What follows belongs to an exercise in optimizing a design on an open flow for small area; a production flow would make more cautious choices. Only simulation tests tie the RTL to the original design; equivalence was not proved.

<file path="flow/run.sh">
#!/bin/bash
# synth_recipe.tcl (not shown) runs the flow's synth.tcl, then flattens the netlist and writes it again
# the make line also repeats each setting of config.mk as NAME=value (left out here)
make -C /OpenROAD-flow-scripts/flow DESIGN_CONFIG=/design/flow/config.mk WORK_HOME=/design/flow/orfs CLKGATE_MAP_FILE= SYNTH_SCRIPT=/design/flow/synth_recipe.tcl finish
</file>
<file path="flow/config.mk">
export PLATFORM = sky130hd
export DESIGN_NAME = arm_banked_regfile
export DESIGN_NICKNAME = arm_banked_regfile
export VERILOG_FILES = /design/flow/design.v
export SDC_FILE = /design/flow/constraint.sdc
export NUM_CORES = 4
export LEC_CHECK = 0
export CAP_MARGIN = 20
export CORE_MARGIN = 2
export CORE_UTILIZATION = 25
export GPL_ROUTABILITY_DRIVEN = 1
export PLACE_DENSITY = 0.3
export SLEW_MARGIN = 20
</file>
<file path="flow/constraint.sdc">
create_clock -name core_clock -period 10.0 [get_ports {clk}]
set_input_delay 2.0000 -clock core_clock [delete_from_list [all_inputs] [get_ports {clk}]]
set_output_delay 2.0000 -clock core_clock [all_outputs]
set_load 0.01 [all_outputs]
</file>
<file path="flow/design.v">
package cpu_types_pkg;
    typedef logic [3:0] cpu_mode_t;
    localparam logic [3:0] MODE_USR = 4'h0;
    localparam logic [3:0] MODE_FIQ = 4'h1;
    localparam logic [3:0] MODE_IRQ = 4'h2;
    localparam logic [3:0] MODE_SVC = 4'h3;
    localparam logic [3:0] MODE_ABT = 4'h7;
    localparam logic [3:0] MODE_UND = 4'hB;
    localparam logic [3:0] MODE_SYS = 4'hF;
    typedef logic [4:0] phys_reg_idx_t;
    typedef struct packed {
        logic f;
        logic s;
        logic x;
        logic c;
    } psr_mask_t;
    localparam int CPSR_N = 31;
    localparam int CPSR_Z = 30;
    localparam int CPSR_C = 29;
    localparam int CPSR_V = 28;
    localparam int CPSR_I = 7;
    localparam int CPSR_F = 6;
    localparam int CPSR_T = 5;
    localparam logic [31:0] CPSR_RESET_VALUE = 32'h0000_00D3;
    function automatic logic is_legal_mode(input logic [3:0] m);
        case (m)
            4'h0, 4'h1, 4'h2, 4'h3, 4'h7, 4'hB, 4'hF: is_legal_mode = 1'b1;
            default:                                  is_legal_mode = 1'b0;
        endcase
    endfunction
    function automatic logic has_spsr(input logic [3:0] m);
        has_spsr = !(m == MODE_USR || m == MODE_SYS);
    endfunction
    function automatic logic [2:0] spsr_slot(input logic [3:0] m);
        case (m)
            MODE_FIQ: spsr_slot = 3'd0;
            MODE_SVC: spsr_slot = 3'd1;
            MODE_ABT: spsr_slot = 3'd2;
            MODE_IRQ: spsr_slot = 3'd3;
            MODE_UND: spsr_slot = 3'd4;
            default:  spsr_slot = 3'd0;
        endcase
    endfunction
    function automatic logic [4:0] bank_map(input logic [3:0] m, input logic [3:0] idx,
                                            input logic force_user);
        logic [3:0] em;
        logic [4:0] p;
        em = force_user ? MODE_USR : m;
        p  = {1'b0, idx};
        if (em == MODE_FIQ && idx >= 4'd8 && idx <= 4'd14) begin
            p = {1'b0, idx} + 5'd8;
        end else if (idx == 4'd13 || idx == 4'd14) begin
            case (em)
                MODE_SVC: p = {1'b0, idx} + 5'd10;
                MODE_ABT: p = {1'b0, idx} + 5'd12;
                MODE_IRQ: p = {1'b0, idx} + 5'd14;
                MODE_UND: p = {1'b0, idx} + 5'd16;
                default:  p = {1'b0, idx};
            endcase
        end
        bank_map = p;
    endfunction
endpackage
module arm_reg_bank_map (
    input  cpu_types_pkg::cpu_mode_t     mode_i,
    input  logic [3:0]                   idx_i,
    input  logic                         force_user_i,
    output cpu_types_pkg::phys_reg_idx_t phys_o
);
    assign phys_o = cpu_types_pkg::bank_map(mode_i, idx_i, force_user_i);
endmodule
module arm_banked_regfile #(
    parameter int NUM_RD_PORTS = 3,
    parameter int NUM_WR_PORTS = 2,
    parameter int XLEN         = 32
) (
    input  logic                              clk,
    input  logic                              rst_n,
    input  logic [NUM_RD_PORTS-1:0][3:0]      rd_addr,
    input  logic [NUM_RD_PORTS-1:0]           rd_user,
    output logic [NUM_RD_PORTS-1:0][XLEN-1:0] rd_data,
    input  logic [NUM_WR_PORTS-1:0]           wr_en,
    input  logic [NUM_WR_PORTS-1:0][3:0]      wr_addr,
    input  logic [NUM_WR_PORTS-1:0]           wr_user,
    input  logic [NUM_WR_PORTS-1:0][XLEN-1:0] wr_data,
    input  logic                              pc_we,
    input  logic [XLEN-1:0]                   pc_wdata,
    input  logic                              cpsr_we,
    input  logic [3:0]                        cpsr_mask,
    input  logic [XLEN-1:0]                   cpsr_wdata,
    input  logic                              spsr_we,
    input  logic [XLEN-1:0]                   spsr_wdata,
    input  logic                              exc_req,
    input  logic [3:0]                        exc_mode,
    input  logic [XLEN-1:0]                   exc_lr,
    input  logic                              restore_cpsr,
    output logic [XLEN-1:0]                   cpsr,
    output logic [XLEN-1:0]                   spsr,
    output logic [3:0]                        mode,
    output logic [XLEN-1:0]                   pc
);
    localparam int NUM_PHYS = 31;
    logic [NUM_PHYS-1:0][XLEN-1:0] regs_q;
    logic [NUM_PHYS-1:0][XLEN-1:0] regs_d;
    logic [4:0][XLEN-1:0]          spsr_q;
    logic [4:0][XLEN-1:0]          spsr_d;
    logic [XLEN-1:0] cpsr_q, cpsr_d;
    cpu_types_pkg::cpu_mode_t       cur_mode;
    logic [2:0]      cur_slot;
    logic [3:0]      mask;    
    cpu_types_pkg::phys_reg_idx_t [NUM_RD_PORTS-1:0] rd_phys;
    cpu_types_pkg::phys_reg_idx_t [NUM_WR_PORTS-1:0] wr_phys;
    assign cur_mode = cpu_types_pkg::cpu_mode_t'(cpsr_q[3:0]);
    assign cur_slot = cpu_types_pkg::spsr_slot(cur_mode);
    for (genvar g = 0; g < NUM_RD_PORTS; g++) begin : g_rd_map
        arm_reg_bank_map u_map (
            .mode_i      (cur_mode),
            .idx_i       (rd_addr[g]),
            .force_user_i(rd_user[g]),
            .phys_o      (rd_phys[g])
        );
    end
    for (genvar g = 0; g < NUM_WR_PORTS; g++) begin : g_wr_map
        arm_reg_bank_map u_map (
            .mode_i      (cur_mode),
            .idx_i       (wr_addr[g]),
            .force_user_i(wr_user[g]),
            .phys_o      (wr_phys[g])
        );
    end
    always_comb begin
        regs_d = regs_q;
        if (pc_we) regs_d[15] = pc_wdata;
        for (int w = 0; w < NUM_WR_PORTS; w++) begin
            if (wr_en[w]) regs_d[wr_phys[w]] = wr_data[w];
        end
        if (exc_req) regs_d[cpu_types_pkg::bank_map(cpu_types_pkg::cpu_mode_t'(exc_mode), 4'd14, 1'b0)] = exc_lr;
    end
    always_comb begin
        for (int r = 0; r < NUM_RD_PORTS; r++) begin
            rd_data[r] = regs_q[rd_phys[r]];
        end
    end
    always_comb begin
        cpsr_d = cpsr_q;
        spsr_d = spsr_q;
        mask   = cpsr_mask;
        if (cur_mode == cpu_types_pkg::MODE_USR) begin
            mask[2] = 1'b0;
            mask[1] = 1'b0;
            mask[0] = 1'b0;
        end
        if (spsr_we && cpu_types_pkg::has_spsr(cur_mode) && !exc_req) spsr_d[cur_slot] = spsr_wdata;
        if (exc_req) begin
            if (cpu_types_pkg::has_spsr(cpu_types_pkg::cpu_mode_t'(exc_mode))) spsr_d[cpu_types_pkg::spsr_slot(cpu_types_pkg::cpu_mode_t'(exc_mode))] = cpsr_q;
            cpsr_d[3:0]    = exc_mode;
            cpsr_d[cpu_types_pkg::CPSR_I] = 1'b1;
            cpsr_d[cpu_types_pkg::CPSR_T] = 1'b0;
            if (exc_mode == cpu_types_pkg::MODE_FIQ) cpsr_d[cpu_types_pkg::CPSR_F] = 1'b1;
        end else if (restore_cpsr && cpu_types_pkg::has_spsr(cur_mode)) begin
            cpsr_d = spsr_q[cur_slot];
            if (!cpu_types_pkg::is_legal_mode(spsr_q[cur_slot][3:0])) cpsr_d[3:0] = cpsr_q[3:0];
        end else if (cpsr_we) begin
            if (mask[3]) cpsr_d[31:24] = cpsr_wdata[31:24];
            if (mask[2]) cpsr_d[23:16] = cpsr_wdata[23:16];
            if (mask[1]) cpsr_d[15:8]  = cpsr_wdata[15:8];
            if (mask[0]) begin
                cpsr_d[7:0] = cpsr_wdata[7:0];
                if (!cpu_types_pkg::is_legal_mode(cpsr_wdata[3:0])) cpsr_d[3:0] = cpsr_q[3:0];
            end
        end
        cpsr_d[4] = 1'b1;
    end
    always_ff @(posedge clk or negedge rst_n) begin
        if (!rst_n) begin
            regs_q <= '0;
            spsr_q <= '0;
            cpsr_q <= XLEN'(cpu_types_pkg::CPSR_RESET_VALUE);
        end else begin
            regs_q <= regs_d;
            spsr_q <= spsr_d;
            cpsr_q <= cpsr_d;
        end
    end
    assign cpsr = cpsr_q;
    assign spsr = cpu_types_pkg::has_spsr(cur_mode) ? spsr_q[cur_slot] : cpsr_q;
    assign mode = cur_mode;
    assign pc   = regs_q[15];
endmodule
</file>
==> summary.txt <==
[layout make-up]
class	count	area [µm²]	share of cell area
Multi-Input combinational cell	6476	50900	0.503
Timing Repair Buffer	897	8820	0.0872
Antenna cell	78	195	0.00193
Clock inverter	26	295	0.00292
Tap cell	4515	5650	0.0558
Clock buffer	275	5310	0.0525
Inverter	107	402	0.00397
Sequential cell	1183	29600	0.293
[synth_stat cells (all sizes together) (98+ instances only)]
master  number
o21ai      826
a32oi      168
mux4       639
nand2     1274
dfrtp     1179
a22oi      408
o31ai      101
nand3      176
and3       125
mux2i      301
a31oi       98
clkbuf     927
inv        101
buf        248
a221oi     470
nor2       418
a21oi      560
[cell families (layout without fill, tap and decap cells)]
group	Yosys count	in the layout	synth area share
adders and majority gates	39	39	0.00622
xor gates and xnor gates	7	7	0.000992
DFF	1183	1183	0.350
buffers and inverters	1282	1305	0.0604
and+or+nand+nor	2350	2350	0.123
AOI/OAI and AO/OA	3077	3077	0.245
muxes	1002	1002	0.214
other	1	79	0.0000444
[power breakdown]
| group | internal, mW | switching [mW] |
|---|---|---|
| sequential | 6.32 | 1.98 |
| combinational | 4.01 | 4.51 |
| clock | 3.76 | 2.75 |
| total | 14.1 | 9.24 |
[worst max-delay path by stage]
stage | depth (start not counted) | slack (ns) | end
after CTS | 14 | 0.88 | rd_data[18]
after global routing | 13 | 0.63 | rd_data[53]
final | 13 | 0.73 | rd_data[24]
after floorplan | 11 | 3.28 | rd_data[39]
after global placement | 13 | 0.96 | rd_data[24]
after detailed placement | 13 | 0.91 | rd_data[24]
[through the flow]
step	utilization	setup WS, ns	instances
finish	0.301	0.728	13557
global route	0.300	0.628	13499
CTS	0.300	0.878	13479
detailed placement	0.283	0.913	13178
global placement	0.283	0.960	13175
floorplan	-	3.28	8941
[flip-flops by register name, summed over array words and instances (netlist names)]
register,cells
cpsr_q,31
spsr_q,160
regs_q,992
[cells in the final DEF (no fill, tap or decap), types with 76 or more instances in the layout]
cell type,count
sky130_fd_sc_hd__nand2_1,1268
sky130_fd_sc_hd__dfrtp_1,1179
sky130_fd_sc_hd__mux4_2,639
sky130_fd_sc_hd__a21oi_1,556
sky130_fd_sc_hd__a221oi_1,470
sky130_fd_sc_hd__o21ai_0,445
sky130_fd_sc_hd__clkdlybuf4s50_1,422
sky130_fd_sc_hd__a22oi_1,407
sky130_fd_sc_hd__nor2_1,399
sky130_fd_sc_hd__buf_4,391
sky130_fd_sc_hd__o21ai_1,377
sky130_fd_sc_hd__mux2i_1,298
sky130_fd_sc_hd__clkbuf_16,181
sky130_fd_sc_hd__a32oi_1,167
sky130_fd_sc_hd__nand3_1,162
sky130_fd_sc_hd__and3_1,120
sky130_fd_sc_hd__inv_1,98
sky130_fd_sc_hd__a31oi_1,98
sky130_fd_sc_hd__o31ai_1,94
sky130_fd_sc_hd__nand4_1,86
sky130_fd_sc_hd__diode_2,78
sky130_fd_sc_hd__a211oi_1,76
sky130_fd_sc_hd__buf_12,76
[routing by layer]
layer	wire length (µm)	part of all wire	up-vias	global-route usage
met5	259	0.00037	-	0
met2	290000	0.42	7278	0.557
met3	70400	0.10	1763	0.116
li1	-	-	34381	-
met4	54700	0.079	38	0.279
met1	276000	0.40	48310	0.506
==> metrics.cfg <==
[worst_hold_path]
worst_min_path_start = spsr_q[100]
cell_count_of_the_worst_hold_path = 1
min_to = spsr_q[100]
hold_path.class = register to register

[setup_path]
rr_worst_depth = 18
critical_path.most_common_cell = sky130_fd_sc_hd__buf_4
crit_path_max_fanout = 7
worstReg2RegStart = cpsr_q[1]
slowest_delay_ns = 0.69
cp_top_family = buffers and inverters
critical_path.slowest_cell = sky130_fd_sc_hd__nand2_2
crit_buf_inv = 5
worst-endpoint-arrival_ns = 7.27
reg2reg_slack_ns = 2.01
startpoint = rd_addr[2]
path_class = primary input to output pin
worst_setup_path_start_kind = primary input
crit-reg2reg-capture = regs_q[318]
critical_path.endpoint_type = output pin
worst-endpoint-required_ns = 8.00
cp_cell_sequence = clkdlybuf4s50_1 -> ha_1 -> nor2b_1 -> o2111ai_1 -> nand3_1 -> and2_1 -> nand2_2 -> buf_4 -> buf_4 -> o21ai_0 -> o31ai_1 -> buf_4 -> clkdlybuf4s50_1

[yosys]
synth_seq_cells = 1183
synthDistinctLibCells = 99
yosysSeqAreaShare = 0.350
postSynth.asyncResetShare = 1.00
synth_largest_type_area_fraction = 0.349
synth_enable_flop_cells = 0
syn-num-nets = 9214
cell_taking_the_most_area_after_synthesis = sky130_fd_sc_hd__dfrtp_1
ys.warnings.count = 2
synthFlopType = sky130_fd_sc_hd__dfrtp_1
post_synth_inst_count = 8941
avgSynthCellArea_um2 = 9.46
post_synth_main_area_contributors = sky130_fd_sc_hd__dfrtp_1, sky130_fd_sc_hd__mux4_2, sky130_fd_sc_hd__nand2_1
cell_area_after_synthesis_um2 = 84600

[floorplanning]
design.portCount = 430
coreArea_um2 = 337000
rows = 213
die_area_um2 = 343000
floorplan.die.width_um = 586
die_y_um = 586
start_util = 0.251

[clock_network]
cts.htree.levels = 4
clock_tree.buffer_depth = 4
cts_made_buffers = 174
insertion_delay_ns = 0.93
post-cts-setup-buffer-count = 0
cts_hold_buf = 0
tritoncts_clock_tree = yes
clock_tree_root = sky130_fd_sc_hd__clkbuf_16
clock_sink_count = 1183
cts-resized-gates = 0
clkSlewWorstSetupHoldPaths_ns = 0.05

[grt]
maximum_number_of_pins_on_one_net_before_global_route_repair = 132
globalRouteOverflowTotal = 0
grt_pass1_vias = 85271
grt_usage = 0.392
antenna_found_initial = 96
global_route_wire_length_before_repair_mm = 892

[timing]
timing.final.crit_share = 0.927
worst_hold_slack_ns = 0.522
rsz0062_at_grt = false
number_of_max_slew_violations_in_the_final_report = 0
timing.final.hold_violations = 0
max_slew_margin = 0.137
timing_worst_slew_pin_value_ns = 1.29
final_period_minus_worst_setup_slack_ns = 9.27
fmax_mhz = 108
setup_viol_count_final = 0
timing.setup.tns_ns = 0
final.setup_skew_ns = 0.0330

[detailed_routing]
drcViolationCount = 0
route.vias.total = 91770
drt-initial-drc-count = 14810
wirelength_mm = 691
drt-pass1-iter-count = 8
route.antenna.remaining_nets = 0
wl_per_cell_um = 51.0
viasPerCell = 6.77

[placed_design]
placedInstanceArea_um2 = 95300
finalWeightedCongestion = 0.906
dpl.hpwl_mm = 413
numPortBuffers = 427

[cells_and_area]
synthToLayoutAreaGrowth_pct = 19.6
finalNetCount = 9112
nFillCells = 34896
finish.instance_area_um2 = 101000
share_of_final_layout_standard_cells_stronger_than_drive_strength_1 = 0.182

[pwr]
power_mw = 23.3
p_leak_nw = 38.6
vdd.ir_drop.worst_mv = 0.113
power.density_cell_area_nw_per_um2 = 231

[status]
outcome = no timing/DRC/antenna violations

[flow_run]
cap_viol_max_count = 0

afterwards: timing with drivers on the ports:
The results above use ideal ports. As a check the final layout listed here was re-extracted and re-timed, cells and wires unchanged. Step 1 (the two cells are an assumption about what drives the block):
set clk [get_ports {clk}]
set_driving_cell -lib_cell sky130_fd_sc_hd__clkbuf_16 $clk
set_driving_cell -lib_cell sky130_fd_sc_hd__buf_2 [delete_from_list [all_inputs] $clk]
Step 2, shift: input delay + t, output delay - t, t = (earliest + latest rising clock arrival at the registers) / 2. This alone moves slack from input paths to output paths. Slacks: ideal ports / drivers / drivers and shift; pairs: ideal ports / drivers.
shift t [ns]: 1.025
setup slack, ns: 0.728 / 0.681 / 0.681
worst setup path at the end: input to output
worst register clock-pin slew, ns: 0.07 / 0.07
pins driven straight from the clock port: 1
After both steps setup and hold are still met in this run. For this run, drivers alone change the setup slack by -0.047 ns; drivers and shift together by -0.047 ns.
